Source: an optimization exercise on an open RTL-to-GDS flow (aim: small area). Production flows keep margins and buffers that such runs may drop.
Where RTL was checked, it was by simulation tests only, not by an equivalence proof against the original.
Only the layout flow was run in runs 3 to 5; the RTL was not checked for function there.
Power is estimated from default activity; no workload was simulated.

## run.sh

```bash
#!/bin/bash
# synth_recipe.tcl (not shown) runs the flow's synth.tcl, then flattens the netlist and writes it again
# the make line also repeats each setting of config.mk as NAME=value (left out here)
make -C /OpenROAD-flow-scripts/flow DESIGN_CONFIG=/design/flow/config.mk WORK_HOME=/design/flow/orfs CLKGATE_MAP_FILE= SYNTH_SCRIPT=/design/flow/synth_recipe.tcl finish
```

## config.mk

```make
export PLATFORM = sky130hd
export DESIGN_NAME = sys_periph
export DESIGN_NICKNAME = sys_periph
export VERILOG_FILES = /design/flow/design.v
export SDC_FILE = /design/flow/constraint.sdc
export NUM_CORES = 4
export LEC_CHECK = 0
export CAP_MARGIN = 20
export CORE_MARGIN = 2
export CORE_UTILIZATION = 40
export CTS_BUF_LIST = sky130_fd_sc_hd__clkbuf_16
export CTS_CLUSTER_DIAMETER = 80
export CTS_CLUSTER_SIZE = 25
export SLEW_MARGIN = 20
```

## constraint.sdc

```tcl
create_clock -name core_clock -period 10.0 [get_ports {sys_clk}]
set_input_delay 2.0000 -clock core_clock [delete_from_list [all_inputs] [get_ports {sys_clk}]]
set_output_delay 2.0000 -clock core_clock [all_outputs]
set_load 0.01 [all_outputs]
```

## design.v

```verilog
package sys_pkg;
   localparam int num_timers  = 8;                     
   localparam int timer_w     = 20;
   localparam int timer_idx_w = $clog2(num_timers);
   localparam logic [7:0] reg_cpu_speed    = 8'h00;
   localparam logic [7:0] reg_timer_index  = 8'h01;
   localparam logic [7:0] reg_ticks_lo     = 8'h02;
   localparam logic [7:0] reg_ticks_mid    = 8'h03;
   localparam logic [7:0] reg_ticks_hi     = 8'h04;
   localparam logic [7:0] reg_timer_load   = 8'h05;
   localparam logic [7:0] reg_timer_enable = 8'h06;
   localparam logic [7:0] reg_irq          = 8'h07;   
   localparam logic [7:0] reg_uart_status  = 8'h08;
   localparam logic [7:0] reg_uart_data    = 8'h09;
   localparam int speed_w    = 3;
   localparam int throttle_w = 5;
   localparam int uart_clks_per_bit = 16;              
   localparam int uart_cnt_w        = $clog2(uart_clks_per_bit);
endpackage
`timescale 1ns/100ps
module sys_regs (
   input  logic                               sys_clk,
   input  logic                               reset_n,
   input  logic                               bus_sel,
   input  logic                               bus_wr_en,
   input  logic                               bus_rd_req,
   input  logic [7:0]                         bus_addr,
   input  logic [7:0]                         bus_wr_data,
   output logic [7:0]                         bus_rd_data,
   output logic                               bus_ready,
   output logic                               rst,
   output logic [7:0]                         wd,
   output logic [sys_pkg::speed_w-1:0]        cpu_speed,
   output logic [sys_pkg::num_timers-1:0]     we_lo,
   output logic [sys_pkg::num_timers-1:0]     we_mid,
   output logic [sys_pkg::num_timers-1:0]     we_hi,
   output logic [sys_pkg::num_timers-1:0]     we_en,
   output logic [sys_pkg::num_timers-1:0]     timer_load,
   output logic [sys_pkg::num_timers-1:0]     timer_ack,
   input  logic [sys_pkg::num_timers-1:0][sys_pkg::timer_w-1:0] timer_value,
   input  logic [sys_pkg::num_timers-1:0]     timer_enable,
   input  logic [sys_pkg::num_timers-1:0]     timer_irq,
   output logic                               tx_start,
   input  logic                               tx_busy,
   output logic                               rx_pop,
   input  logic [7:0]                         rx_data,
   input  logic                               rx_avail,
   input  logic                               rx_wait
);
   localparam int nt = sys_pkg::num_timers;
   localparam int tw = sys_pkg::timer_w;
   logic                            wr;
   logic                            hi0;
   logic [9:0]                      a;
   logic [sys_pkg::timer_idx_w-1:0] timer_index;
   logic [nt-1:0]                   idx;        
   logic [nt-1:0]                   idx_d;
   logic [tw-1:0]                   cnt;
   logic                            en_sel;
   logic [7:0]                      rd;
   logic                            rd_req_q;
   logic                            rd_rise;
   logic                            rd_active;
   logic                            rd_settle;
   assign rst = !reset_n;
   assign wd  = bus_wr_data & {8{reset_n}};
   assign wr  = bus_sel & bus_wr_en;
   assign hi0 = bus_addr[7:4] == 4'h0;
   for (genvar k = 0; k < 10; k++) begin : gen_addr
      assign a[k] = hi0 && bus_addr[3:0] == 4'(k);
   end
   for (genvar i = 0; i < nt; i++) begin : gen_idx
      assign idx_d[i]      = rst ? (i == 0) : bus_wr_data[sys_pkg::timer_idx_w-1:0] == 3'(i);
      assign we_lo[i]      = rst | (wr & a[2] & idx[i]);
      assign we_mid[i]     = rst | (wr & a[3] & idx[i]);
      assign we_hi[i]      = rst | (wr & a[4] & idx[i]);
      assign we_en[i]      = rst | (wr & a[6] & idx[i]);
      assign timer_load[i] = wr & a[5] & idx[i];
      assign timer_ack[i]  = wr & a[7] & idx[i];
   end
   always_ff @(posedge sys_clk) begin
      if (rst | (wr & a[0])) cpu_speed   <= wd[sys_pkg::speed_w-1:0];
      if (rst | (wr & a[1])) idx         <= idx_d;
   end
   assign tx_start = wr & a[9] & !tx_busy;   
   always_comb begin
      timer_index = '0;
      for (int i = 0; i < nt; i++) begin
         timer_index = timer_index | ({sys_pkg::timer_idx_w{idx[i]}} & sys_pkg::timer_idx_w'(i));
      end
   end
   always_comb begin
      cnt    = '0;
      en_sel = 1'b0;
      for (int i = 0; i < nt; i++) begin
         cnt    = cnt | (timer_value[i] & {tw{idx[i]}});
         en_sel = en_sel | (timer_enable[i] & idx[i]);
      end
   end
   always_comb begin
      rd = 8'h00;
      for (int i = 0; i < nt; i++) begin
         rd[i] = a[7] & timer_irq[nt-1-i];    
      end
      rd = rd | ({8{a[0]}} & 8'(cpu_speed))
              | ({8{a[1]}} & 8'(timer_index))
              | ({8{a[2]}} & cnt[7:0])
              | ({8{a[3]}} & cnt[15:8])
              | ({8{a[4]}} & 8'(cnt[tw-1:16]))
              | ({8{a[6]}} & 8'(en_sel))
              | ({8{a[8]}} & {6'b0, tx_busy, rx_avail})
              | ({8{a[9]}} & rx_data);
   end
   always_ff @(posedge sys_clk) begin
      bus_rd_data <= rd;
   end
   assign rd_rise = bus_sel & bus_rd_req & ~rd_req_q;
   always_ff @(posedge sys_clk) begin
      if (rst) begin
         rd_req_q  <= 1'b0;
         rd_active <= 1'b0;
         rd_settle <= 1'b0;
         rx_pop    <= 1'b0;
      end else begin
         rd_req_q <= bus_rd_req;
         rx_pop   <= rd_rise && a[9];
         if (rd_rise) begin
            rd_active <= 1'b1;
            rd_settle <= 1'b1;
         end else if (rd_active) begin
            rd_settle <= 1'b0;
            if (!rd_settle && !rx_pop && !rx_wait) begin
               rd_active <= 1'b0;    
            end
         end
      end
   end
   assign bus_ready = ~rd_active;
endmodule
`timescale 1ns/100ps
module sys_timer (
   input  logic                        sys_clk,
   input  logic                        rst,
   input  logic                        we_lo,
   input  logic                        we_mid,
   input  logic                        we_hi,
   input  logic                        we_en,
   input  logic                        load,
   input  logic                        ack,
   input  logic [7:0]                  wd,
   output logic [sys_pkg::timer_w-1:0] value,
   output logic                        enable,
   output logic                        irq
);
   localparam int w = sys_pkg::timer_w;
   logic [w-1:0] limit;
   logic [w:0]   carry;
   logic         terminal;
   logic         clr;
   always_ff @(posedge sys_clk) begin
      if (we_lo)  limit[7:0]   <= wd;
      if (we_mid) limit[15:8]  <= wd;
      if (we_hi)  limit[w-1:16] <= wd[w-17:0];
      if (we_en)  enable       <= wd[0];
   end
   assign terminal = enable && !load && value == limit;
   assign clr      = rst | load | terminal;
   assign carry[0] = enable;
   for (genvar i = 0; i < w; i++) begin : gen_carry
      assign carry[i+1] = carry[i] & value[i];
   end
   always_ff @(posedge sys_clk) begin
      value <= clr ? '0 : value ^ carry[w-1:0];
   end
   always_ff @(posedge sys_clk) begin
      irq <= !rst && (terminal || (irq && !ack));
   end
endmodule
`timescale 1ns/100ps
module cpu_throttle (
   input  logic                        sys_clk,
   input  logic                        rst,
   input  logic [sys_pkg::speed_w-1:0] speed,
   output logic                        clk_en
);
   logic [sys_pkg::throttle_w-1:0] div_cnt;
   logic [sys_pkg::throttle_w-1:0] phase;
   logic                           sel_phase;
   logic                           sel_phase_q;
   always_ff @(posedge sys_clk) begin
      if (rst) begin
         div_cnt <= '0;
      end else begin
         div_cnt <= div_cnt + 1'b1;
      end
   end
   assign phase = ~div_cnt;
   always_comb begin
      case (speed)
         3'd0:    sel_phase = 1'b1;
         3'd1:    sel_phase = phase[0];
         3'd2:    sel_phase = phase[1];
         3'd3:    sel_phase = phase[2];
         3'd4:    sel_phase = phase[3];
         default: sel_phase = phase[4];     
      endcase
   end
   always_ff @(posedge sys_clk) begin
      if (rst) begin
         sel_phase_q <= 1'b0;
         clk_en      <= 1'b1;
      end else begin
         sel_phase_q <= sel_phase;
         clk_en      <= (speed == '0) | (sel_phase & ~sel_phase_q);
      end
   end
endmodule
`timescale 1ns/100ps
module uart (
   input  logic       sys_clk,
   input  logic       rst,
   input  logic       rx,
   output logic       tx,
   input  logic [7:0] tx_data,
   input  logic       tx_start,
   output logic       tx_busy,
   output logic [7:0] rx_data,
   output logic       rx_avail,
   input  logic       rx_pop,
   output logic       rx_wait
);
   logic [10:0] tx_shift;
   logic [3:0]  tx_cnt;      
   assign tx      = tx_shift[0];
   assign tx_busy = tx_shift[1] | tx_shift[2] | tx_shift[4] | tx_shift[6] |
                    tx_shift[8] | tx_shift[10];
   always_ff @(posedge sys_clk) begin
      if (rst) begin
         tx_shift <= 11'd1;
      end else if (tx_start || (tx_busy && tx_cnt == 4'd15)) begin
         tx_shift <= {1'b0, tx_shift[10:1]} | ({11{tx_start}} & {2'b11, tx_data, 1'b0});
      end
   end
   always_ff @(posedge sys_clk) begin
      tx_cnt <= {4{tx_busy}} & (tx_cnt + 1'b1);
   end
   logic [1:0] rx_sync;
   logic       rx_s;
   logic       rx_busy;
   logic       rx_first;     
   logic [3:0] rx_cnt;
   logic [8:0] rx_shift;
   logic       tick;
   logic       store;
   assign rx_s  = rx_sync[1];
   assign tick  = rx_cnt == 4'd15;
   assign store = !rst && rx_busy && tick && !rx_first && rx_shift[0] && rx_s;
   always_ff @(posedge sys_clk) begin
      if (rst) begin
         rx_sync  <= 2'b11;
         rx_busy  <= 1'b0;
         rx_avail <= 1'b0;
         rx_wait  <= 1'b0;
      end else begin
         rx_sync <= {rx_sync[0], rx};
         rx_wait <= rx_pop;
         if (!rx_busy) begin
            rx_busy <= !rx_s;
         end else if (tick && (rx_first ? rx_s : rx_shift[0])) begin
            rx_busy <= 1'b0;
         end
         rx_avail <= store || (rx_avail && !rx_pop);
      end
   end
   always_ff @(posedge sys_clk) begin
      if (!rx_busy) begin
         rx_cnt   <= 4'd8;
         rx_first <= 1'b1;
         rx_shift <= 9'h100;
      end else begin
         rx_cnt <= rx_cnt + 1'b1;
         if (tick) begin
            rx_first <= 1'b0;
            if (!rx_first) rx_shift <= {rx_s, rx_shift[8:1]};
         end
      end
   end
   always_ff @(posedge sys_clk) begin
      if (store) rx_data <= rx_shift[8:1];
   end
endmodule
`timescale 1ns/100ps
module sys_periph (
   input  logic       sys_clk,
   input  logic       reset_n,
   input  logic       bus_sel,
   input  logic       bus_wr_en,
   input  logic       bus_rd_req,
   input  logic [7:0] bus_addr,
   input  logic [7:0] bus_wr_data,
   output logic [7:0] bus_rd_data,
   output logic       bus_ready,
   input  logic       uart_rx,
   output logic       uart_tx,
   output logic       cpu_clk_en,
   output logic       irq_n
);
   localparam int nt = sys_pkg::num_timers;
   logic                           rst;
   logic [7:0]                     wd;
   logic [sys_pkg::speed_w-1:0]    cpu_speed;
   logic [nt-1:0]                  we_lo;
   logic [nt-1:0]                  we_mid;
   logic [nt-1:0]                  we_hi;
   logic [nt-1:0]                  we_en;
   logic [nt-1:0]                  timer_enable;
   logic [nt-1:0]                  timer_load;
   logic [nt-1:0]                  timer_ack;
   logic [nt-1:0]                  timer_irq;
   logic [nt-1:0][sys_pkg::timer_w-1:0] timer_value;
   logic                           tx_start;
   logic                           tx_busy;
   logic                           rx_pop;
   logic [7:0]                     rx_data;
   logic                           rx_avail;
   logic                           rx_wait;
   sys_regs regs0 (
      .sys_clk      (sys_clk),
      .reset_n      (reset_n),
      .bus_sel      (bus_sel),
      .bus_wr_en    (bus_wr_en),
      .bus_rd_req   (bus_rd_req),
      .bus_addr     (bus_addr),
      .bus_wr_data  (bus_wr_data),
      .bus_rd_data  (bus_rd_data),
      .bus_ready    (bus_ready),
      .rst          (rst),
      .wd           (wd),
      .cpu_speed    (cpu_speed),
      .we_lo        (we_lo),
      .we_mid       (we_mid),
      .we_hi        (we_hi),
      .we_en        (we_en),
      .timer_load   (timer_load),
      .timer_ack    (timer_ack),
      .timer_value  (timer_value),
      .timer_enable (timer_enable),
      .timer_irq    (timer_irq),
      .tx_start     (tx_start),
      .tx_busy      (tx_busy),
      .rx_pop       (rx_pop),
      .rx_data      (rx_data),
      .rx_avail     (rx_avail),
      .rx_wait      (rx_wait)
   );
   for (genvar i = 0; i < nt; i++) begin : gen_timers
      sys_timer timer0 (
         .sys_clk (sys_clk),
         .rst     (rst),
         .we_lo   (we_lo[i]),
         .we_mid  (we_mid[i]),
         .we_hi   (we_hi[i]),
         .we_en   (we_en[i]),
         .load    (timer_load[i]),
         .ack     (timer_ack[i]),
         .wd      (wd),
         .value   (timer_value[i]),
         .enable  (timer_enable[i]),
         .irq     (timer_irq[i])
      );
   end
   cpu_throttle throttle0 (
      .sys_clk (sys_clk),
      .rst     (rst),
      .speed   (cpu_speed),
      .clk_en  (cpu_clk_en)
   );
   uart uart0 (
      .sys_clk  (sys_clk),
      .rst      (rst),
      .rx       (uart_rx),
      .tx       (uart_tx),
      .tx_data  (bus_wr_data),
      .tx_start (tx_start),
      .tx_busy  (tx_busy),
      .rx_data  (rx_data),
      .rx_avail (rx_avail),
      .rx_pop   (rx_pop),
      .rx_wait  (rx_wait)
   );
   assign irq_n = ~|timer_irq;    
endmodule
```

==> flow_metrics.py, run 1 <==
metrics = {
    "yosys": {
        "postSynth.asyncResetShare": 0,
        "ys_seq_elements": 408,
        "synthCells": 1462,
        "synthFlopType": "dfxtp_1",
        "ys_seq_area_frac": 0.565,
        "synth_edf_count": 187,
        "ys_warn_count": 4,
        "synth_area_mm2": 0.0178,
        "ys_types": 57,
        "syn_area_per_cell_um2": 12.2,
        "synth_nets": 1639,
    },
    "pwr": {
        "vdd_drop_max_mv": 0.112,
        "switching_share": 0.244,
        "p_leak_nw": 7.86,
        "p_switching_mw": 0.779,
        "intPower_mw": 2.41,
        "power_density_mw_per_mm2": 163,
        "sequentialPowerShare": 0.588,
        "comb_power_share": 0.061,
        "clkPwrFrac": 0.351,
    },
    "placed_design": {
        "port_buffers": 33,
        "routabilityCongestion": 0.936,
        "place.detailed.hpwl_um": 35600,
        "dp_slack_ps": 4720,
        "dpl_cell_area_mm2": 0.0188,
    },
    "cts": {
        "clock_path_buffers": 3,
        "cts_setup_buffers": 0,
        "cts_resized": 0,
        "hold_buffers": 0,
        "cts.sinks": 408,
        "root_buffer": "clkbuf_16",
        "numCtsBuffers": 24,
        "htreeDepth": 1,
        "cts_tree": "done",
        "clkTransAtPathRegs_ps": 100,
        "insertion_delay_ps": 580,
    },
    "worst_setup_path": {
        "endpoint_kind": "register",
        "crit_fanout": 18,
        "critPathRequiredTime_ps": 10230,
        "path_class": "input pin to register",
        "cp.arrival_ps": 5000,
        "critPathLaunchType": "input pin",
    },
    "global_route": {
        "grt_usage": 0.211,
        "antenna_found_initial": 1,
        "grt_pass1_vias": 11400,
        "grt_pass1_wl_um": 72900,
        "grt_max_degree": 65,
        "grt_overflow_total": 0,
    },
    "die": {
        "dieArea_mm2": 0.0461,
        "initial_utilization": 0.404,
        "die_h_um": 215,
        "std_cell_rows": 77,
        "core_mm2": 0.0440,
        "die_w_um": 215,
        "ios": 34,
    },
    "final_layout": {
        "nNetsFinal": 1658,
        "final_area_mm2": 0.0196,
        "synthToLayoutAreaGrowth_pct": 10.3,
        "diodes": 0,
        "drive_above_1_share": 0.0514,
        "layout_common_cells": "221 x dfxtp_1, 187 x edfxtp_1, 174 x and2_1, 155 x ha_1, 133 x xnor2_1",
        "postLayoutCoreUtil": 0.445,
        "layout_commonest_cell": "dfxtp_1",
    },
    "sta": {
        "fin_ws_ps": 5240,
        "worst_hold_slack_ps": 416,
        "fin_skew_ps": 36.2,
        "min_period_ps": 4760,
        "rsz0062_at_grt": "no",
        "period_share": 0.476,
        "maxSlewViolCount": 0,
        "max-slew-margin-rel": 0.176,
        "max_freq_ghz": 0.210,
        "finalSetupViolations": 0,
        "tightest_slew_ps": 1240,
        "finalHoldViolCount": 0,
        "fin_tns_setup_ps": 0,
    },
    "route": {
        "routed_via_density": 5.55,
        "wl_per_cell_um": 23.4,
        "drcViolationCount": 0,
        "vias": 11600,
        "drtIter0Drc": 1148,
        "wl_um": 49000,
        "drt_pass1_iterations": 8,
        "ant_nets": 0,
    },
    "run_status": {
        "status": "complete, no violations",
    },
    "hold_path": {
        "hold_class": "register to register",
    },
    "flow_run": {
        "cap_violations": 0,
    },
}
==> state kept, by name, indices dropped and copies added (netlist names), 2 cells and up <==
name,flops
gen_timers.timer0.limit,160
gen_timers.timer0.value,160
uart0.tx_shift,11
uart0.rx_shift,9
gen_timers.timer0.enable,8
gen_timers.timer0.irq,8
regs0.bus_rd_data,8
regs0.idx,8
uart0.rx_data,8
throttle0.div_cnt,5
uart0.rx_cnt,4
uart0.tx_cnt,4
regs0.cpu_speed,3
uart0.rx_sync,2
==> power by group through the flow <==
stage          Sequential [mW]  Combinational, mW  Clock (mW)
6_report                  1.87              0.195        1.12
3_3_place_gp              1.91              0.188           0
5_1_grt                   1.88              0.213        1.19
4_1_cts                   1.87              0.193        1.14
2_1_floorplan             1.89              0.131           0
3_5_place_dp              1.91              0.192           0
==> routing by layer <==
layer / routed length [µm] / track usage / vias to the layer above / share of wire
met2: 22000 / 0.335 / 499 / 0.45
li1: - / - / 5328 / -
met5: 0 / 0 / - / 0
met3: 4270 / 0.0360 / 114 / 0.087
met4: 2090 / 0.0884 / 0 / 0.043
met1: 20700 / 0.284 / 5670 / 0.42
==> cell families (layout without fill, tap and decap cells) <==
group                    count (synthesis)  after routing  synth area share
AND/OR/NAND/NOR                        466            466             0.150
flip-flops                             408            408             0.565
AO/OA/AOI/OAI                          180            180            0.0715
XOR/XNOR                               175            175            0.0862
adder cells (fa/ha/maj)                155            155             0.109
buffers and inverters                   76            113            0.0173
multiplexers                             2              2           0.00120
==> Yosys cell counts, types with 2 or more instances <==
master / count / area share
a21boi_0: 8 / 0.0034
nand3_1: 25 / 0.0070
a21oi_1: 14 / 0.0039
nor3_1: 5 / 0.0014
nor3b_1: 4 / 0.0017
nand2b_1: 7 / 0.0025
o32ai_1: 9 / 0.0044
nor2_1: 34 / 0.0072
edfxtp_1: 187 / 0.32
dfxtp_1: 221 / 0.25
inv_1: 16 / 0.0034
xor2_1: 42 / 0.021
nor4_1: 16 / 0.0056
buf_1: 4 / 0.00084
clkbuf_1: 45 / 0.0095
nor3_2: 2 / 0.0011
a22o_1: 2 / 0.00099
a22oi_1: 94 / 0.040
ha_1: 155 / 0.11
nor2b_1: 3 / 0.0011
buf_2: 9 / 0.0025
o21ai_0: 30 / 0.0084
or4_1: 2 / 0.00084
a211oi_1: 2 / 0.00084
a31oi_1: 8 / 0.0028
xnor2_1: 133 / 0.066
a221oi_1: 3 / 0.0015
and3_1: 7 / 0.0025
nand2_1: 100 / 0.021
and2_1: 174 / 0.061
nand4_1: 73 / 0.026
nor4_4: 3 / 0.0036
==> worst max-delay path, stage by stage <==
cell	delay, ps
clkdlybuf4s50_1	440
nor4_4	900
nand3_2	240
nor4_4	930
nand2_1	140
nand2_1	340
==> layout make-up <==
| cell class | count | area [µm²] |
|---|---|---|
| multi-input combinational | 978 | 7440 |
| inverter | 16 | 60.1 |
| clock buffer | 27 | 676 |
| fill | 4043 | 24400 |
| tap | 592 | 741 |
| clock inverter | 17 | 159 |
| sequential | 408 | 10000 |
| timing repair buffer | 53 | 483 |
==> stage by stage <==
step,cells,total power [mW]
after floorplan,1462,2.02
after global placement,2046,2.10
after detailed placement,2046,2.11
after CTS,2090,3.21
after global routing,2091,3.29
final,2091,3.19
==> final timing paths <==
check / from / to / slack [ps] / cells after the start
setup / recovery: bus_addr[5] / gen_timers[5].timer0.limit[12] / 5240 / 6
hold / removal: uart0.rx_sync[0] / uart0.rx_sync[1] / 420 / 1
setup reg to reg: gen_timers[2].timer0.enable / gen_timers[2].timer0.value[19] / 5500 / 21
hold reg to reg: uart0.rx_sync[0] / uart0.rx_sync[1] / 420 / 1
==> run 2: changes to the inputs <==
==> config.mk (replaced) <==
export PLATFORM = sky130hd
export DESIGN_NAME = sys_periph
export DESIGN_NICKNAME = sys_periph
export VERILOG_FILES = /design/flow/design.v
export SDC_FILE = /design/flow/constraint.sdc
export NUM_CORES = 4
export LEC_CHECK = 0
export CAP_MARGIN = 5
export CORE_MARGIN = 2
export CORE_UTILIZATION = 40
export CTS_BUF_LIST = sky130_fd_sc_hd__clkbuf_4
export CTS_CLUSTER_DIAMETER = 40
export CTS_CLUSTER_SIZE = 8
export SLEW_MARGIN = 5
==> flow_metrics.py, run 2 <==
metrics = {
    "final_layout": {
        "largestRegisters": "gen_timers.timer0.limit (160), gen_timers.timer0.value (160), uart0.tx_shift (11)",
        "postLayoutCoreUtil": 0.448,
        "multi_input_area_mm2": 0.00743,
        "fill_cells": 4076,
        "regArea_mm2": 0.0100,
        "final_area_mm2": 0.0197,
        "layout_common_cells": "221 x dfxtp_1, 187 x edfxtp_1, 174 x and2_1, 155 x ha_1, 133 x xnor2_1",
        "nNetsFinal": 1702,
        "synthToLayoutAreaGrowth_pct": 10.9,
        "drive_above_1_share": 0.0964,
        "layout_commonest_cell": "dfxtp_1",
    },
    "cts": {
        "cts_resized": 0,
        "insertion_delay_ps": 760,
        "clock_path_buffers": 3,
        "htreeDepth": 3,
        "cts_setup_buffers": 0,
        "hold_buffers": 0,
        "cts.sinks": 408,
        "cts_tree": "done",
        "root_buffer": "clkbuf_4",
        "numCtsBuffers": 69,
        "clkTransAtPathRegs_ps": 80,
    },
    "worst_setup_path": {
        "endpoint_kind": "register",
        "crit_fanout": 18,
        "path_class": "input pin to register",
        "crit_slowest_cell": "nor4_4",
        "critPathRequiredTime_ps": 10370,
        "path_cells": "clkdlybuf4s50_1 > nor4_4 > nand3_2 > nor4_4 > nand2_1 > nand2_1",
        "r2r_cells": 21,
        "max_stage_delay_ps": 940,
        "critPathLaunchType": "input pin",
        "cp.arrival_ps": 4990,
    },
    "yosys": {
        "syn_area_per_cell_um2": 12.2,
        "synth_area_leaders": "edfxtp_1 32%, dfxtp_1 25%, ha_1 11%, xnor2_1 6.6%, and2_1 6.1%",
        "ys_types": 57,
        "yosysTopAreaCellShare": 0.316,
        "ys_warn_count": 4,
        "synthCells": 1462,
        "postSynth.asyncResetShare": 0,
        "synth_nets": 1639,
        "ys_seq_elements": 408,
        "synth_common_cells": "221 x dfxtp_1, 187 x edfxtp_1, 174 x and2_1",
        "synth_edf_count": 187,
        "yosysMostFrequentCell": "dfxtp_1",
        "synthFlopType": "dfxtp_1",
        "synth_area_mm2": 0.0178,
        "ys_seq_area_frac": 0.565,
        "yosys.area.top_type": "edfxtp_1",
    },
    "sta": {
        "period_share": 0.461,
        "maxSlewViolCount": 0,
        "tightest_slew_ps": 1280,
        "rsz0062_at_grt": "no",
        "min_period_ps": 4610,
        "fin_tns_setup_ps": 0,
        "max_freq_ghz": 0.217,
        "finalHoldViolCount": 0,
        "fin_skew_ps": 51.1,
        "finalSetupViolations": 0,
        "max-slew-margin-rel": 0.147,
    },
    "global_route": {
        "antenna_found_initial": 1,
        "grt_overflow_total": 0,
        "grt_pass1_wl_um": 74300,
        "grt_pass1_vias": 11800,
        "grt_usage": 0.217,
        "grt_max_degree": 65,
    },
    "die": {
        "core_mm2": 0.0440,
        "die_w_um": 215,
        "dieArea_mm2": 0.0461,
        "die_h_um": 215,
        "ios": 34,
        "initial_utilization": 0.404,
        "std_cell_rows": 77,
    },
    "route": {
        "drt_pass1_iterations": 6,
        "vias": 11900,
        "drcViolationCount": 0,
        "wl_per_cell_um": 22.9,
        "wl_um": 49800,
        "routed_via_density": 5.47,
        "drtIter0Drc": 1084,
        "ant_nets": 0,
    },
    "placed_design": {
        "routabilityCongestion": 0.936,
        "dpl_cell_area_mm2": 0.0187,
        "place.detailed.hpwl_um": 35500,
        "port_buffers": 33,
    },
    "pwr": {
        "power_density_mw_per_mm2": 165,
        "vdd_drop_max_mv": 0.0852,
        "p_leak_nw": 7.99,
    },
    "hold_path": {
        "whs_path_depth": 1,
        "hold_class": "register to register",
    },
    "run_status": {
        "status": "complete, no violations",
    },
    "flow_run": {
        "cap_violations": 0,
    },
}
[run 2: cell counts after synthesis]
No cell type changed its count.
[run 2: final cells by class]
type | instances | area share
Antenna cell | 1 | 0.000127
Sequential cell | 408 | 0.509
Clock inverter | 20 | 0.0101
Timing Repair Buffer | 52 | 0.0237
Tap cell | 592 | 0.0376
Inverter | 16 | 0.00305
Multi-Input combinational cell | 978 | 0.377
Clock buffer | 102 | 0.0389
[run 2: cell families after synthesis]
logic type                 count (synthesis)  synth area share
AOI/OAI and AO/OA                        180            0.0715
buffers and inverters                     76            0.0173
xor gates and xnor gates                 175            0.0862
and+or+nand+nor                          466             0.150
adders and majority gates                155             0.109
muxes                                      2           0.00120
DFF                                      408             0.565
[run 2: power breakdown]
part	internal [mW]	switching [mW]	leakage [nW]
Combinational	0.0741	0.121	3.84
Clock	0.577	0.612	0.567
Sequential	1.82	0.0553	3.58
Total	2.47	0.788	7.99
[run 2: critical path: cells and delay by family]
kind | cells | cell delay [ps]
AND/OR/NAND/NOR | 5 | 2530
buffers and inverters | 1 | 440
[run 2: through the flow]
stage | cells | power (mW) | setup slack [ps] | hold WS, ps
finish | 2169 | 3.26 | 5390 | 418
floorplan | 1462 | 2.02 | 5910 | 386
CTS | 2168 | 3.29 | 5460 | 426
detailed placement | 2046 | 2.10 | 4710 | 397
global route | 2169 | 3.39 | 5240 | 467
global placement | 2046 | 2.10 | 4800 | 392
[run 2: final timing paths]
kind	start	end	slack [ps]
setup / recovery	bus_addr[5]	gen_timers[1].timer0.limit[15]	5390
hold / removal	uart0.rx_sync[0]	uart0.rx_sync[1]	420
setup reg to reg	gen_timers[2].timer0.enable	gen_timers[2].timer0.value[19]	5500
hold reg to reg	uart0.rx_sync[0]	uart0.rx_sync[1]	420
[run 2: per-layer routing]
layer	wire (µm)	up-vias	share of wire	GRT usage
li1	-	5464	-	-
met1	20700	5766	0.42	0.281
met2	21900	491	0.44	0.333
met3	4590	136	0.092	0.0568
met4	2620	0	0.053	0.116
met5	0	-	0	0
==> run 3: changes to the inputs <==
--- a/design.v
+++ b/design.v
@@ -237,12 +237,18 @@
    always_ff @(posedge sys_clk) begin
       if (rst) begin
          tx_shift <= 11'd1;
-      end else if (tx_start || (tx_busy && tx_cnt == 4'd15)) begin
-         tx_shift <= {1'b0, tx_shift[10:1]} | ({11{tx_start}} & {2'b11, tx_data, 1'b0});
+      end else if (tx_start) begin
+         tx_shift <= {2'b11, tx_data, 1'b0};
+      end else if (tx_busy && tx_cnt == 4'd15) begin
+         tx_shift <= {1'b0, tx_shift[10:1]};
       end
    end
    always_ff @(posedge sys_clk) begin
-      tx_cnt <= {4{tx_busy}} & (tx_cnt + 1'b1);
+      if (rst) begin
+         tx_cnt <= '0;
+      end else if (tx_busy) begin
+         tx_cnt <= tx_cnt + 1'b1;
+      end
    end
    logic [1:0] rx_sync;
    logic       rx_s;
==> config.mk (replaced) <==
export PLATFORM = sky130hd
export DESIGN_NAME = sys_periph
export DESIGN_NICKNAME = sys_periph
export VERILOG_FILES = /design/flow/design.v
export SDC_FILE = /design/flow/constraint.sdc
export NUM_CORES = 4
export LEC_CHECK = 0
export CAP_MARGIN = 20
export CORE_MARGIN = 2
export CORE_UTILIZATION = 40
export CTS_BUF_LIST = sky130_fd_sc_hd__clkbuf_16
export CTS_CLUSTER_DIAMETER = 80
export CTS_CLUSTER_SIZE = 25
export SLEW_MARGIN = 20
==> flow_metrics.py, run 3 <==
metrics = {
    "run_status": {
        "status": "complete, no violations",
    },
    "worst_setup_path": {
        "max_stage_delay_ps": 700,
        "r2r_setup_slack_ps": 5540,
        "r2r_start": "gen_timers[0].timer0.enable",
        "path_cells": "clkdlybuf4s50_1 > nor4_1 > nand3_1 > nor2_1 > buf_4 > nand2_1 > nand2_1",
        "cp.arrival_ps": 4920,
        "crit_slowest_cell": "nor2_1",
        "endpoint_kind": "register",
        "r2r_cells": 21,
        "crit_fanout": 9,
        "timing.rr.end": "gen_timers[0].timer0.value[19]",
        "critPathRequiredTime_ps": 10220,
        "cpMostUsedCell": "nand2_1",
        "critPathLaunchType": "input pin",
        "path_class": "input pin to register",
    },
    "pwr": {
        "vdd_drop_max_mv": 0.129,
        "switching_share": 0.239,
        "p_switching_mw": 0.754,
        "clkPwrFrac": 0.348,
        "power_density_mw_per_mm2": 161,
        "p_leak_nw": 7.80,
        "total_power_mw": 3.15,
        "intPower_mw": 2.40,
        "sequentialPowerShare": 0.591,
        "comb_power_share": 0.060,
    },
    "placed_design": {
        "place.detailed.hpwl_um": 35200,
        "placed_cells": 2046,
        "routabilityCongestion": 0.957,
        "dpl_cell_area_mm2": 0.0188,
        "port_buffers": 33,
    },
    "final_layout": {
        "drive_above_1_share": 0.0808,
        "fill_cells": 4170,
        "layout_commonest_cell": "dfxtp_1",
        "synthToLayoutAreaGrowth_pct": 9.95,
        "layout_common_cells": "221 x dfxtp_1, 187 x edfxtp_1, 155 x ha_1, 135 x xnor2_1, 130 x nand2_1",
        "final_cells": 2090,
        "nNetsFinal": 1657,
        "largestRegisters": "gen_timers.timer0.limit (160), gen_timers.timer0.value (160), uart0.tx_shift (11)",
        "final_area_mm2": 0.0196,
        "diodes": 0,
    },
    "yosys": {
        "synth_common_cells": "221 x dfxtp_1, 187 x edfxtp_1, 155 x ha_1",
        "synth_nets": 1640,
        "ys_seq_area_frac": 0.563,
        "synth_area_leaders": "edfxtp_1 31%, dfxtp_1 25%, ha_1 11%, xnor2_1 6.6%, and2_1 3.4%",
        "ys_seq_elements": 408,
        "synthFlopType": "dfxtp_1",
        "ys_types": 56,
        "syn_area_per_cell_um2": 12.2,
        "postSynth.asyncResetShare": 0,
        "ys_warn_count": 4,
        "yosys.area.top_type": "edfxtp_1",
        "synth_edf_count": 187,
        "synthCells": 1463,
        "yosysMostFrequentCell": "dfxtp_1",
        "synth_area_mm2": 0.0178,
        "yosysTopAreaCellShare": 0.315,
    },
    "route": {
        "wl_met1_um": 19700,
        "dr_wl_met2_um": 22100,
        "drtIter0Drc": 1204,
        "drcViolationCount": 0,
        "dr_wl_met3_um": 4210,
        "ant_nets": 0,
        "drt_pass1_iterations": 6,
        "wl_per_cell_um": 23.0,
        "wl_um": 48100,
        "routed_via_density": 5.45,
        "vias": 11400,
        "top_layer": "met4",
    },
    "flow_run": {
        "cap_violations": 0,
    },
    "die": {
        "dieArea_mm2": 0.0463,
        "initial_utilization": 0.404,
        "die_w_um": 215,
        "std_cell_rows": 77,
        "core_mm2": 0.0441,
        "ios": 34,
        "die_h_um": 215,
    },
    "sta": {
        "max-slew-margin-rel": 0.190,
        "max_freq_ghz": 0.213,
        "period_share": 0.470,
        "fin_skew_ps": 27.3,
        "rsz0062_at_grt": "no",
        "min_period_ps": 4700,
        "finalHoldViolCount": 0,
        "tightest_slew_ps": 1220,
        "finalSetupViolations": 0,
        "maxSlewViolCount": 0,
        "fin_tns_setup_ps": 0,
    },
    "hold_path": {
        "hold_class": "register to register",
        "worstHoldStart": "regs0.rd_req_q",
        "whs_path_depth": 1,
        "min_to": "regs0.rx_pop",
    },
    "global_route": {
        "grt_max_degree": 57,
        "grt_pass1_vias": 11100,
        "grt_pass1_wl_um": 71200,
        "grt_usage": 0.207,
        "antenna_found_initial": 0,
        "grt_overflow_total": 0,
    },
    "cts": {
        "cts_resized": 0,
        "cts_tree": "done",
        "clock_path_buffers": 3,
        "htreeDepth": 1,
        "cts.sinks": 408,
        "clkTransAtPathRegs_ps": 80,
        "root_buffer": "clkbuf_16",
        "hold_buffers": 0,
        "cts_setup_buffers": 0,
        "numCtsBuffers": 24,
        "insertion_delay_ps": 560,
    },
}
[run 3: cell types whose count changed in the layout (fill, tap and decap cells not counted), moves of 9 or more]
cell       change
clkbuf_4     -102
and2_1        -77
and2_4        +38
nand4_1       -36
nand2_1       +30
a22oi_1       -29
o21ai_0       -26
clkbuf_16     +25
nor3b_1       +19
a221oi_1      +16
nand3_1       +16
nor2_1        +15
a22o_1        +10
o32ai_1        -9
[run 3: how the worst max path moves through the flow]
stage | from | to | slack (ps) | cells past startpoint
2_1_floorplan | gen_timers[2].timer0.enable | gen_timers[2].timer0.value[19] | 5930 | 21
3_3_place_gp | bus_addr[5] | gen_timers[6].timer0.limit[7] | 4870 | 7
3_5_place_dp | bus_addr[5] | gen_timers[6].timer0.limit[1] | 4870 | 7
4_1_cts | bus_addr[5] | gen_timers[6].timer0.limit[3] | 5450 | 7
5_1_grt | bus_addr[5] | gen_timers[6].timer0.limit[3] | 5220 | 7
6_report | bus_addr[5] | gen_timers[1].timer0.limit[7] | 5300 | 7
[run 3: layout make-up]
type | instances | area, µm² | share of cell area
multi-input combinational | 982 | 7500 | 0.382
sequential | 408 | 10000 | 0.512
inverter | 9 | 33.8 | 0.00172
tap | 592 | 741 | 0.0378
timing repair buffer | 55 | 490 | 0.0250
clock buffer | 25 | 626 | 0.0319
clock inverter | 19 | 185 | 0.00944
[run 3: metrics by stage]
stage | util | worst slack, ps | hold slack [ps]
after detailed placement | 0.426 | 4870 | 403
after CTS | 0.445 | 5450 | 417
final | 0.445 | 5300 | 415
after global placement | 0.426 | 4870 | 396
after global routing | 0.445 | 5220 | 427
after floorplan | - | 5930 | 386
[run 3: metal layers]
metal  up-vias  GRT usage
li1       5325          -
met1      5528      0.271
met2       445      0.337
met3        85     0.0443
met4         0     0.0805
met5         -          0
[run 3: critical path: cells and delay by family]
family                 cells  cell delay [ps]
buffers and inverters      2              700
and+or+nand+nor            5             2210
[run 3: power by group through the flow]
stage | combinational, mW | clock, mW | sequential, mW
after global routing | 0.206 | 1.18 | 1.87
final | 0.190 | 1.10 | 1.86
after floorplan | 0.128 | 0 | 1.89
after global placement | 0.186 | 0 | 1.90
after detailed placement | 0.189 | 0 | 1.90
after CTS | 0.190 | 1.13 | 1.87
[run 3: cells by family after synthesis]
| kind of cell | after synthesis | synth area share |
|---|---|---|
| multiplexers | 5 | 0.00351 |
| XOR/XNOR | 176 | 0.0864 |
| buffers and inverters | 73 | 0.0178 |
| AO/OA/AOI/OAI | 173 | 0.0742 |
| AND/OR/NAND/NOR | 473 | 0.147 |
| adder cells (fa/ha/maj) | 155 | 0.109 |
| flip-flops | 408 | 0.563 |
==> run 4: changes to the inputs <==
--- a/config.mk
+++ b/config.mk
@@ -8,7 +8,7 @@
 export CAP_MARGIN = 20
 export CORE_MARGIN = 2
 export CORE_UTILIZATION = 40
-export CTS_BUF_LIST = sky130_fd_sc_hd__clkbuf_16
-export CTS_CLUSTER_DIAMETER = 80
-export CTS_CLUSTER_SIZE = 25
+export CTS_BUF_LIST = sky130_fd_sc_hd__clkbuf_8
+export CTS_CLUSTER_DIAMETER = 50
+export CTS_CLUSTER_SIZE = 16
 export SLEW_MARGIN = 20
==> flow_metrics.py, run 4 <==
metrics = {
    "sta": {
        "tightest_slew_ps": 1180,
        "fin_tns_setup_ps": 0,
        "finalSetupViolations": 0,
        "worst_hold_slack_ps": 402,
        "max_freq_ghz": 0.214,
        "fin_ws_ps": 5320,
        "min_period_ps": 4680,
        "fin_skew_ps": 49.6,
        "max-slew-margin-rel": 0.212,
        "finalHoldViolCount": 0,
        "rsz0062_at_grt": "no",
        "maxSlewViolCount": 0,
        "period_share": 0.468,
    },
    "pwr": {
        "p_leak_nw": 7.89,
        "total_power_mw": 3.26,
        "power_density_mw_per_mm2": 165,
        "vdd_drop_max_mv": 0.113,
    },
    "hold_path": {
        "hold_class": "register to register",
    },
    "cts": {
        "cts.sinks": 408,
        "cts_setup_buffers": 0,
        "hold_buffers": 0,
        "cts_tree": "done",
        "insertion_delay_ps": 650,
        "numCtsBuffers": 41,
        "root_buffer": "clkbuf_8",
        "clkTransAtPathRegs_ps": 90,
        "htreeDepth": 2,
        "cts_resized": 0,
        "clock_path_buffers": 3,
    },
    "worst_setup_path": {
        "cpMostUsedCell": "nand2_1",
        "crit_fanout": 9,
        "critPathLaunchType": "input pin",
        "critPathRequiredTime_ps": 10280,
        "endpoint_kind": "register",
        "cp.arrival_ps": 4960,
        "max_stage_delay_ps": 690,
        "path_cells": "clkdlybuf4s50_1 > nor4_1 > nand3_1 > nor2_1 > buf_4 > nand2_1 > nand2_1",
        "crit_slowest_cell": "nor2_1",
        "path_class": "input pin to register",
    },
    "placed_design": {
        "dpl_cell_area_mm2": 0.0188,
        "port_buffers": 33,
        "routabilityCongestion": 0.957,
        "place.detailed.hpwl_um": 35200,
        "dp_slack_ps": 4870,
        "placed_cells": 2046,
    },
    "yosys": {
        "postSynth.asyncResetShare": 0,
        "ys_types": 56,
        "syn_area_per_cell_um2": 12.2,
        "synth_common_cells": "221 x dfxtp_1, 187 x edfxtp_1, 155 x ha_1",
        "yosysTopAreaCellShare": 0.315,
        "synthCells": 1463,
        "synth_area_mm2": 0.0178,
        "synth_nets": 1640,
        "synthFlopType": "dfxtp_1",
        "synth_area_leaders": "edfxtp_1 31%, dfxtp_1 25%, ha_1 11%, xnor2_1 6.6%, and2_1 3.4%",
        "yosys.area.top_type": "edfxtp_1",
        "ys_warn_count": 4,
        "synth_edf_count": 187,
        "ys_seq_area_frac": 0.563,
        "yosysMostFrequentCell": "dfxtp_1",
        "ys_seq_elements": 408,
    },
    "final_layout": {
        "drive_above_1_share": 0.0981,
        "synthToLayoutAreaGrowth_pct": 10.8,
        "final_area_mm2": 0.0198,
        "nNetsFinal": 1674,
        "layout_common_cells": "221 x dfxtp_1, 187 x edfxtp_1, 155 x ha_1, 135 x xnor2_1, 130 x nand2_1",
        "postLayoutCoreUtil": 0.448,
        "largestRegisters": "gen_timers.timer0.limit (160), gen_timers.timer0.value (160), uart0.tx_shift (11)",
        "final_cells": 2122,
        "layout_commonest_cell": "dfxtp_1",
    },
    "die": {
        "initial_utilization": 0.404,
        "core_mm2": 0.0441,
        "ios": 34,
        "std_cell_rows": 77,
        "die_h_um": 215,
        "die_w_um": 215,
        "dieArea_mm2": 0.0463,
    },
    "route": {
        "vias": 11500,
        "wl_um": 48600,
        "drt_pass1_iterations": 5,
        "routed_via_density": 5.40,
        "drtIter0Drc": 1047,
        "wl_per_cell_um": 22.9,
        "drcViolationCount": 0,
        "ant_nets": 0,
    },
    "global_route": {
        "grt_max_degree": 57,
        "grt_usage": 0.212,
        "grt_pass1_wl_um": 71900,
        "grt_pass1_vias": 11300,
        "antenna_found_initial": 1,
        "grt_overflow_total": 0,
    },
    "run_status": {
        "status": "complete, no violations",
    },
    "flow_run": {
        "cap_violations": 0,
    },
}
-- run 4: routing by layer --
layer / GRT usage / share of wire
met1: 0.270 / 0.41
met2: 0.338 / 0.46
met3: 0.0504 / 0.086
met4: 0.103 / 0.049
met5: 0 / 0.00027
-- run 4: kinds of logic after synthesis --
logic type                 Yosys count  share of synthesized area
buffers and inverters               73                     0.0178
DFF                                408                      0.563
AOI/OAI and AO/OA                  173                     0.0742
xor gates and xnor gates           176                     0.0864
muxes                                5                    0.00351
and+or+nand+nor                    473                      0.147
adders and majority gates          155                      0.109
-- run 4: critical path: cells and delay by family --
kind / cells / cell delay, ps
simple gates: 5 / 2240
buf+inv: 2 / 700
-- run 4: final timing paths --
check | start | to | slack, ps | depth (start not counted)
max | bus_addr[5] | gen_timers[1].timer0.limit[4] | 5320 | 7
min | regs0.rd_req_q | regs0.rx_pop | 400 | 1
max reg2reg | gen_timers[7].timer0.enable | gen_timers[7].timer0.value[19] | 5540 | 21
min reg2reg | regs0.rd_req_q | regs0.rx_pop | 400 | 1
-- run 4: layout make-up --
type,count,area [µm²]
repair buffers,55,490
clock buffers,51,702
flip-flops and latches,408,10000
fillers,4188,24400
clock inverters,24,267
well taps,592,741
diodes,1,2.50
multi-input cells,982,7500
inverters,9,33.8
-- run 4: where the power goes --
part | leakage, nW | total [mW] | switching [mW] | internal (mW)
registers | 3.58 | 1.86 | 0.0454 | 1.82
logic | 3.80 | 0.190 | 0.116 | 0.0735
clock network | 0.504 | 1.21 | 0.622 | 0.586
==> run 5: changes to the inputs <==
--- a/design.v
+++ b/design.v
@@ -53,8 +53,7 @@
    logic                            hi0;
    logic [9:0]                      a;
    logic [sys_pkg::timer_idx_w-1:0] timer_index;
-   logic [nt-1:0]                   idx;        
-   logic [nt-1:0]                   idx_d;
+   logic [nt-1:0]                   idx;
    logic [tw-1:0]                   cnt;
    logic                            en_sel;
    logic [7:0]                      rd;
@@ -70,7 +69,7 @@
       assign a[k] = hi0 && bus_addr[3:0] == 4'(k);
    end
    for (genvar i = 0; i < nt; i++) begin : gen_idx
-      assign idx_d[i]      = rst ? (i == 0) : bus_wr_data[sys_pkg::timer_idx_w-1:0] == 3'(i);
+      assign idx[i]        = timer_index == 3'(i);
       assign we_lo[i]      = rst | (wr & a[2] & idx[i]);
       assign we_mid[i]     = rst | (wr & a[3] & idx[i]);
       assign we_hi[i]      = rst | (wr & a[4] & idx[i]);
@@ -80,16 +79,10 @@
    end
    always_ff @(posedge sys_clk) begin
       if (rst | (wr & a[0])) cpu_speed   <= wd[sys_pkg::speed_w-1:0];
-      if (rst | (wr & a[1])) idx         <= idx_d;
+      if (rst | (wr & a[1])) timer_index <= wd[sys_pkg::timer_idx_w-1:0];
    end
    assign tx_start = wr & a[9] & !tx_busy;   
    always_comb begin
-      timer_index = '0;
-      for (int i = 0; i < nt; i++) begin
-         timer_index = timer_index | ({sys_pkg::timer_idx_w{idx[i]}} & sys_pkg::timer_idx_w'(i));
-      end
-   end
-   always_comb begin
       cnt    = '0;
       en_sel = 1'b0;
       for (int i = 0; i < nt; i++) begin
@@ -260,7 +253,7 @@
    logic       store;
    assign rx_s  = rx_sync[1];
    assign tick  = rx_cnt == 4'd15;
-   assign store = !rst && rx_busy && tick && !rx_first && rx_shift[0] && rx_s;
+   assign store = rx_busy && tick && !rx_first && rx_shift[0] && rx_s;
    always_ff @(posedge sys_clk) begin
       if (rst) begin
          rx_sync  <= 2'b11;
--- a/config.mk
+++ b/config.mk
@@ -8,7 +8,4 @@
 export CAP_MARGIN = 20
 export CORE_MARGIN = 2
 export CORE_UTILIZATION = 40
-export CTS_BUF_LIST = sky130_fd_sc_hd__clkbuf_8
-export CTS_CLUSTER_DIAMETER = 50
-export CTS_CLUSTER_SIZE = 16
 export SLEW_MARGIN = 20
==> flow_metrics.py, run 5 <==
metrics = {
    "run_status": {
        "status": "complete, no violations",
    },
    "worst_setup_path": {
        "max_stage_delay_ps": 1210,
        "path_class": "input pin to register",
        "crit_slowest_cell": "o21ai_0",
        "cp_top_family": "simple AND/OR/NAND/NOR gates",
        "critPathLaunchType": "input pin",
        "path_cells": "clkdlybuf4s50_1 > nor4_2 > nand4_1 > o21ai_0",
        "crit_fanout": 11,
        "critPathRequiredTime_ps": 10170,
        "r2r_setup_slack_ps": 5540,
        "endpoint_kind": "register",
        "cp.arrival_ps": 5410,
        "worstPathBufferInverterCount": 1,
    },
    "yosys": {
        "synth_area_leaders": "edfxtp_1 30%, dfxtp_1 24%, ha_1 11%, nor3b_1 5.6%, xnor2_1 5.1%",
        "ys_seq_elements": 403,
        "postSynth.asyncResetShare": 0,
        "ys_warn_count": 4,
        "yosysTopAreaCellShare": 0.301,
        "yosysMostFrequentCell": "dfxtp_1",
        "ys_types": 65,
        "synth_edf_count": 182,
        "synth_common_cells": "221 x dfxtp_1, 182 x edfxtp_1, 155 x ha_1",
        "yosys.area.top_type": "edfxtp_1",
        "synthCells": 1455,
        "syn_area_per_cell_um2": 12.5,
        "synthFlopType": "dfxtp_1",
        "ys_seq_area_frac": 0.545,
        "synth_nets": 1632,
        "synth_area_mm2": 0.0182,
    },
    "cts": {
        "clock_path_buffers": 3,
        "numCtsBuffers": 43,
        "htreeDepth": 2,
        "cts.sinks": 403,
        "clkTransAtPathRegs_ps": 60,
        "cts_setup_buffers": 0,
        "hold_buffers": 0,
        "cts_resized": 0,
        "insertion_delay_ps": 570,
        "cts_tree": "done",
        "root_buffer": "clkbuf_16",
    },
    "final_layout": {
        "postLayoutCoreUtil": 0.453,
        "synthToLayoutAreaGrowth_pct": 12.6,
        "layout_commonest_cell": "dfxtp_1",
        "drive_above_1_share": 0.0887,
        "nNetsFinal": 1652,
        "largestRegisters": "gen_timers.timer0.limit (160), gen_timers.timer0.value (160), uart0.tx_shift (11)",
        "layout_common_cells": "221 x dfxtp_1, 182 x edfxtp_1, 155 x ha_1, 135 x nor3b_1, 106 x xnor2_1",
    },
    "route": {
        "drt_pass1_iterations": 5,
        "wl_um": 51000,
        "wl_per_cell_um": 24.2,
        "ant_nets": 0,
        "drtIter0Drc": 1211,
        "vias": 11900,
        "drcViolationCount": 0,
        "routed_via_density": 5.62,
    },
    "die": {
        "dieArea_mm2": 0.0471,
        "ios": 34,
        "initial_utilization": 0.403,
        "die_h_um": 217,
        "die_w_um": 217,
        "std_cell_rows": 78,
        "core_mm2": 0.0451,
    },
    "sta": {
        "fin_tns_setup_ps": 0,
        "finalSetupViolations": 0,
        "max_freq_ghz": 0.191,
        "period_share": 0.524,
        "fin_ws_ps": 4760,
        "finalHoldViolCount": 0,
        "maxSlewViolCount": 0,
        "rsz0062_at_grt": "no",
        "min_period_ps": 5240,
        "max-slew-margin-rel": 0.230,
        "tightest_slew_ps": 1160,
        "fin_skew_ps": 19.1,
    },
    "flow_run": {
        "cap_violations": 0,
    },
    "global_route": {
        "busiest_layer": "met2",
        "grt_usage": 0.219,
        "antenna_found_initial": 2,
        "grt_max_degree": 66,
        "met1_usage": 0.300,
        "grt_pass1_vias": 11400,
        "grt_pass1_wl_um": 74800,
        "grt_overflow_total": 0,
        "grt_use_met2": 0.334,
        "grt.met3_usage": 0.0463,
    },
    "placed_design": {
        "place.detailed.hpwl_um": 36700,
        "dp_slack_ps": 4350,
        "port_buffers": 33,
        "routabilityCongestion": 0.941,
    },
    "hold_path": {
        "hold_class": "register to register",
    },
    "pwr": {
        "p_leak_nw": 8.03,
        "power_density_mw_per_mm2": 177,
        "vdd_drop_max_mv": 0.132,
    },
}
run 5: cell types whose count changed after synthesis, sizes merged, moves of 29 or more:
cell and delta:
nor3b +112, xor2 +29, a22oi -44, nand2 -74
and2 -121, o21ai +43, xnor2 -29
run 5: cells by family (layout without fill, tap and decap cells):
family          after synthesis  after routing  synth area share
xor+xnor                    176            176            0.0849
other cells                   0              1                 0
fa+ha+maj                   155            155             0.107
simple gates                401            401             0.135
buf+inv                     100            155            0.0235
mux                          54             54            0.0435
compound gates              166            166            0.0620
flops                       403            403             0.545
run 5: cell type report:
cell class / instances / area [µm²]
inverter: 28 / 105
multi-input combinational: 952 / 7860
tap: 600 / 751
clock inverter: 20 / 136
sequential: 403 / 9890
clock buffer: 60 / 1280
timing repair buffer: 47 / 423
fill: 4158 / 24600
antenna: 1 / 2.50
run 5: worst reg2reg max path, cell delays in order (launching register included):
cell and delay, ps:
edfxtp_1 470, ha_1 250, ha_1 180, ha_1 180, ha_1 190, ha_1 180, ha_1 180, ha_1 180
ha_1 180, ha_1 180, ha_1 210, ha_1 200, ha_1 180, ha_1 180, ha_1 180, ha_1 180
ha_1 240, ha_1 210, ha_1 190, ha_1 260, nor3b_1 130
run 5: power by group:
part	internal, mW	total [mW]	switching [mW]
logic	0.0802	0.207	0.127
clock network	0.923	1.58	0.654
registers	1.80	1.84	0.0452
total	2.80	3.63	0.826
run 5: through the flow:
stage          hold WS [ps]  std cells  total power [mW]  cell area [µm²]
3_5_place_dp            438       2027              2.08            19000
4_1_cts                 446       2107              3.66            20400
6_report                447       2111              3.63            20400
3_3_place_gp            438       2027              2.08            19000
2_1_floorplan           386       1455              2.01            18200
5_1_grt                 469       2110              3.75            20400
run 5: path summary, 6_finish.rpt:
kind	cells past startpoint	end	startpoint
setup / recovery	4	gen_timers[0].timer0.limit[14]	bus_addr[5]
hold reg to reg	1	uart0.rx_sync[1]	uart0.rx_sync[0]
setup reg to reg	20	gen_timers[5].timer0.value[18]	gen_timers[5].timer0.enable
hold / removal	1	uart0.rx_sync[1]	uart0.rx_sync[0]
run 5: per-layer routing:
layer / wire length (µm) / vias to the layer above
met1: 22000 / 5831
met5: 0 / -
li1: - / 5443
met3: 4190 / 117
met2: 22700 / 472
met4: 2230 / 0
==> run 6: changes to the inputs <==
--- a/design.v
+++ b/design.v
@@ -53,7 +53,8 @@
    logic                            hi0;
    logic [9:0]                      a;
    logic [sys_pkg::timer_idx_w-1:0] timer_index;
-   logic [nt-1:0]                   idx;
+   logic [nt-1:0]                   idx;        
+   logic [nt-1:0]                   idx_d;
    logic [tw-1:0]                   cnt;
    logic                            en_sel;
    logic [7:0]                      rd;
@@ -69,7 +70,7 @@
       assign a[k] = hi0 && bus_addr[3:0] == 4'(k);
    end
    for (genvar i = 0; i < nt; i++) begin : gen_idx
-      assign idx[i]        = timer_index == 3'(i);
+      assign idx_d[i]      = rst ? (i == 0) : bus_wr_data[sys_pkg::timer_idx_w-1:0] == 3'(i);
       assign we_lo[i]      = rst | (wr & a[2] & idx[i]);
       assign we_mid[i]     = rst | (wr & a[3] & idx[i]);
       assign we_hi[i]      = rst | (wr & a[4] & idx[i]);
@@ -79,10 +80,16 @@
    end
    always_ff @(posedge sys_clk) begin
       if (rst | (wr & a[0])) cpu_speed   <= wd[sys_pkg::speed_w-1:0];
-      if (rst | (wr & a[1])) timer_index <= wd[sys_pkg::timer_idx_w-1:0];
+      if (rst | (wr & a[1])) idx         <= idx_d;
    end
    assign tx_start = wr & a[9] & !tx_busy;   
    always_comb begin
+      timer_index = '0;
+      for (int i = 0; i < nt; i++) begin
+         timer_index = timer_index | ({sys_pkg::timer_idx_w{idx[i]}} & sys_pkg::timer_idx_w'(i));
+      end
+   end
+   always_comb begin
       cnt    = '0;
       en_sel = 1'b0;
       for (int i = 0; i < nt; i++) begin
@@ -230,18 +237,12 @@
    always_ff @(posedge sys_clk) begin
       if (rst) begin
          tx_shift <= 11'd1;
-      end else if (tx_start) begin
-         tx_shift <= {2'b11, tx_data, 1'b0};
-      end else if (tx_busy && tx_cnt == 4'd15) begin
-         tx_shift <= {1'b0, tx_shift[10:1]};
+      end else if (tx_start || (tx_busy && tx_cnt == 4'd15)) begin
+         tx_shift <= {1'b0, tx_shift[10:1]} | ({11{tx_start}} & {2'b11, tx_data, 1'b0});
       end
    end
    always_ff @(posedge sys_clk) begin
-      if (rst) begin
-         tx_cnt <= '0;
-      end else if (tx_busy) begin
-         tx_cnt <= tx_cnt + 1'b1;
-      end
+      tx_cnt <= {4{tx_busy}} & (tx_cnt + 1'b1);
    end
    logic [1:0] rx_sync;
    logic       rx_s;
@@ -253,7 +254,7 @@
    logic       store;
    assign rx_s  = rx_sync[1];
    assign tick  = rx_cnt == 4'd15;
-   assign store = rx_busy && tick && !rx_first && rx_shift[0] && rx_s;
+   assign store = !rst && rx_busy && tick && !rx_first && rx_shift[0] && rx_s;
    always_ff @(posedge sys_clk) begin
       if (rst) begin
          rx_sync  <= 2'b11;
==> flow/run.sh (new file) <==
#!/bin/bash
# Standard ORFS layout with three changes: ports are buffered with the
# smallest buffer, clock tree synthesis inserts no dummy loads, and
# gates off the critical paths are sized down after global routing.
set -euo pipefail
export BUFFER_PORTS_ARGS="-buffer_cell sky130_fd_sc_hd__buf_1"
export RECOVER_POWER=100
export CTS_ARGS="-sink_clustering_enable -repair_clock_nets -dont_use_dummy_load -buf_list sky130_fd_sc_hd__clkbuf_16 -sink_clustering_size 25 -sink_clustering_max_diameter 80"
bash standard.sh synth > synth.log 2>&1
bash standard.sh floorplan > floorplan.log 2>&1
bash standard.sh place > place.log 2>&1
bash standard.sh cts > cts.log 2>&1
bash standard.sh finish > finish.log 2>&1
==> standard.sh (new file) <==
#!/bin/bash
# synth_recipe.tcl (not shown) runs the flow's synth.tcl, then flattens the netlist and writes it again
# the make line also repeats each setting of config.mk as NAME=value (left out here)
make -C /OpenROAD-flow-scripts/flow DESIGN_CONFIG=/design/flow/config.mk WORK_HOME=/design/flow/orfs CLKGATE_MAP_FILE= SYNTH_SCRIPT=/design/flow/synth_recipe.tcl "${@:-finish}"
--- a/config.mk
+++ b/config.mk
@@ -8,4 +8,7 @@
 export CAP_MARGIN = 20
 export CORE_MARGIN = 2
 export CORE_UTILIZATION = 40
+export CTS_BUF_LIST = sky130_fd_sc_hd__clkbuf_16
+export CTS_CLUSTER_DIAMETER = 80
+export CTS_CLUSTER_SIZE = 25
 export SLEW_MARGIN = 20
removed: run.sh
==> flow_metrics.py, run 6 <==
metrics = {
    "final_layout": {
        "final_area_mm2": 0.0190,
        "fill_cells": 4092,
        "synthToLayoutAreaGrowth_pct": 7.17,
        "regArea_mm2": 0.0100,
        "layout_common_cells": "221 x dfxtp_1, 187 x edfxtp_1, 155 x ha_1, 133 x xnor2_1, 104 x and2_0",
        "diodes": 0,
        "nNetsFinal": 1653,
        "largestRegisters": "gen_timers.timer0.limit (160), gen_timers.timer0.value (160), uart0.tx_shift (11)",
        "final_cells": 2066,
        "layout_commonest_cell": "dfxtp_1",
        "multi_input_area_mm2": 0.00739,
        "postLayoutCoreUtil": 0.433,
        "drive_above_1_share": 0.0292,
    },
    "worst_setup_path": {
        "cp.arrival_ps": 6890,
        "critPathLaunchType": "input pin",
        "crit_fanout": 76,
        "path_class": "input pin to register",
        "endpoint_kind": "register",
        "critPathRequiredTime_ps": 10210,
    },
    "pwr": {
        "power_density_mw_per_mm2": 158,
        "p_leak_nw": 7.47,
        "total_power_mw": 3.01,
        "vdd_drop_max_mv": 0.100,
    },
    "die": {
        "std_cell_rows": 77,
        "dieArea_mm2": 0.0461,
        "die_h_um": 215,
        "ios": 34,
        "die_w_um": 215,
        "initial_utilization": 0.404,
        "core_mm2": 0.0440,
    },
    "sta": {
        "tightest_slew_ps": 3740,
        "fin_ws_ps": 3330,
        "period_share": 0.667,
        "fin_skew_ps": 59.4,
        "fin_tns_setup_ps": 0,
        "finalHoldViolCount": 0,
        "min_period_ps": 6670,
        "worst_hold_slack_ps": 424,
        "max_freq_ghz": 0.150,
        "max-slew-margin-rel": -1.49,
        "maxSlewViolCount": 277,
        "finalSetupViolations": 0,
        "rsz0062_at_grt": "no",
    },
    "yosys": {
        "synth_area_mm2": 0.0178,
        "ys_seq_elements": 408,
        "ys_seq_area_frac": 0.565,
        "synthCells": 1462,
        "syn_area_per_cell_um2": 12.2,
        "yosysTopAreaCellShare": 0.316,
        "ys_types": 57,
        "postSynth.asyncResetShare": 0,
        "synthFlopType": "dfxtp_1",
        "synth_common_cells": "221 x dfxtp_1, 187 x edfxtp_1, 174 x and2_1",
        "yosys.area.top_type": "edfxtp_1",
        "ys_warn_count": 4,
        "synth_nets": 1639,
        "yosysMostFrequentCell": "dfxtp_1",
        "synth_edf_count": 187,
        "synth_area_leaders": "edfxtp_1 32%, dfxtp_1 25%, ha_1 11%, xnor2_1 6.6%, and2_1 6.1%",
    },
    "cts": {
        "cts_setup_buffers": 0,
        "cts.sinks": 408,
        "cts_tree": "done",
        "hold_buffers": 0,
        "clkTransAtPathRegs_ps": 90,
        "clock_path_buffers": 3,
        "numCtsBuffers": 24,
        "root_buffer": "clkbuf_16",
        "cts_resized": 0,
        "htreeDepth": 1,
        "insertion_delay_ps": 580,
    },
    "route": {
        "drt_pass1_iterations": 6,
        "drtIter0Drc": 1171,
        "vias": 11400,
        "wl_um": 48600,
        "drcViolationCount": 0,
        "wl_per_cell_um": 23.5,
        "ant_nets": 0,
        "routed_via_density": 5.54,
    },
    "placed_design": {
        "routabilityCongestion": 0.931,
        "dpl_cell_area_mm2": 0.0185,
        "place.detailed.hpwl_um": 35500,
        "port_buffers": 33,
        "dp_slack_ps": 4980,
        "placed_cells": 2041,
    },
    "run_status": {
        "failed_checks": "capacitance limit, slew limit",
        "status": "failed layout checks",
    },
    "global_route": {
        "grt_overflow_total": 0,
        "grt_max_degree": 77,
        "antenna_found_initial": 1,
        "grt_usage": 0.210,
        "grt_pass1_wl_um": 72600,
        "grt_pass1_vias": 11200,
    },
    "flow_run": {
        "cap_violations": 10,
    },
    "hold_path": {
        "hold_class": "register to register",
    },
}
## run 6: cell count changes in the layout (fill, tap and decap cells not counted), moves of 26 or more
| cell | previous run | this run |
|---|---|---|
| nor3_1 | 33 | 7 |
| xnor2_1 | 106 | 133 |
| clkdlybuf4s50_1 | 32 | 0 |
| buf_1 | 0 | 32 |
| xor2_1 | 70 | 42 |
| nand4_1 | 40 | 73 |
| nor3b_1 | 135 | 4 |
| a22oi_1 | 21 | 94 |
| and2_1 | 13 | 70 |
| nand2_1 | 56 | 100 |
| and2_0 | 0 | 104 |
## run 6: critical path, cell delays in order
cell and delay (ps):
clkbuf_2 70, clkbuf_1 2610, inv_1 1310, nor2_1 850
## run 6: layout make-up
cell class / count / area share
clock buffers: 24 / 0.0315
inverters: 16 / 0.00315
multi-input cells: 978 / 0.388
flip-flops and latches: 408 / 0.527
well taps: 592 / 0.0389
repair buffers: 48 / 0.0113
## run 6: kinds of logic after synthesis
| logic type | after synthesis | share of synthesized area |
|---|---|---|
| compound gates | 180 | 0.0715 |
| xor+xnor | 175 | 0.0862 |
| fa+ha+maj | 155 | 0.109 |
| simple gates | 466 | 0.150 |
| flops | 408 | 0.565 |
| buf+inv | 76 | 0.0173 |
| mux | 2 | 0.00120 |
## run 6: worst paths after layout
| kind | from | end | slack, ps | cells past startpoint |
|---|---|---|---|---|
| worst max register to register | gen_timers[5].timer0.enable | gen_timers[5].timer0.value[19] | 5500 | 21 |
| worst min register to register | uart0.rx_sync[0] | uart0.rx_sync[1] | 420 | 1 |
| worst min-delay path | uart0.rx_sync[0] | uart0.rx_sync[1] | 420 | 1 |
| worst max-delay path | reset_n | uart0.rx_data[1] | 3330 | 4 |
## run 6: report_power, final
part | leakage [nW] | internal [mW] | switching [mW]
clock network | 0.296 | 0.426 | 0.519
logic | 3.59 | 0.0668 | 0.123
registers | 3.58 | 1.82 | 0.0488
## run 6: layer usage
| metal | track usage | wire, µm | up-vias |
|---|---|---|---|
| met4 | 0.0711 | 1870 | 2 |
| li1 | - | - | 5298 |
| met5 | 0 | 11 | - |
| met3 | 0.0405 | 3670 | 90 |
| met2 | 0.338 | 22000 | 441 |
| met1 | 0.285 | 21000 | 5618 |

==> what the ideal ports hide <==
How much do the figures lean on ideal ports? The routed layouts below were timed once more, with nothing changed but the port constraints.
Step 1 (the two cells are an assumption about what drives the block):
set clk [get_ports {sys_clk}]
set_driving_cell -lib_cell sky130_fd_sc_hd__clkbuf_16 $clk
set_driving_cell -lib_cell sky130_fd_sc_hd__buf_2 [delete_from_list [all_inputs] $clk]
Step 2 times the ports against the registers' clock, not the clock port: input delays grow and output delays shrink by t, the midpoint of the rising clock arrivals with the driver on.
Slacks: ideal ports / drivers / drivers and shift; pairs: ideal ports / drivers.
run	shift t [ns]	setup WS [ns]	worst setup path at the end	latest minus earliest clock arrival (ns)	worst register clock-pin slew, ns
run 1	0.616	5.235 / 5.266 / 4.650	input to register	0.038 / 0.038	0.10 / 0.10
run 2	0.783	5.388 / 5.419 / 4.635	input to register	0.063 / 0.063	0.10 / 0.10
run 3	0.607	5.303 / 5.336 / 4.730	input to register	0.029 / 0.029	0.10 / 0.10
run 4	0.681	5.321 / 5.351 / 4.670	input to register	0.050 / 0.050	0.10 / 0.10
run 5	0.618	4.759 / 4.791 / 4.173	input to register	0.021 / 0.020	0.06 / 0.06
run 6	0.605	3.327 / 3.359 / 2.753	input to register	0.061 / 0.061	0.10 / 0.10
For run 2, which loses most, drivers alone change the setup slack by +0.031 ns; drivers and shift together by -0.753 ns.
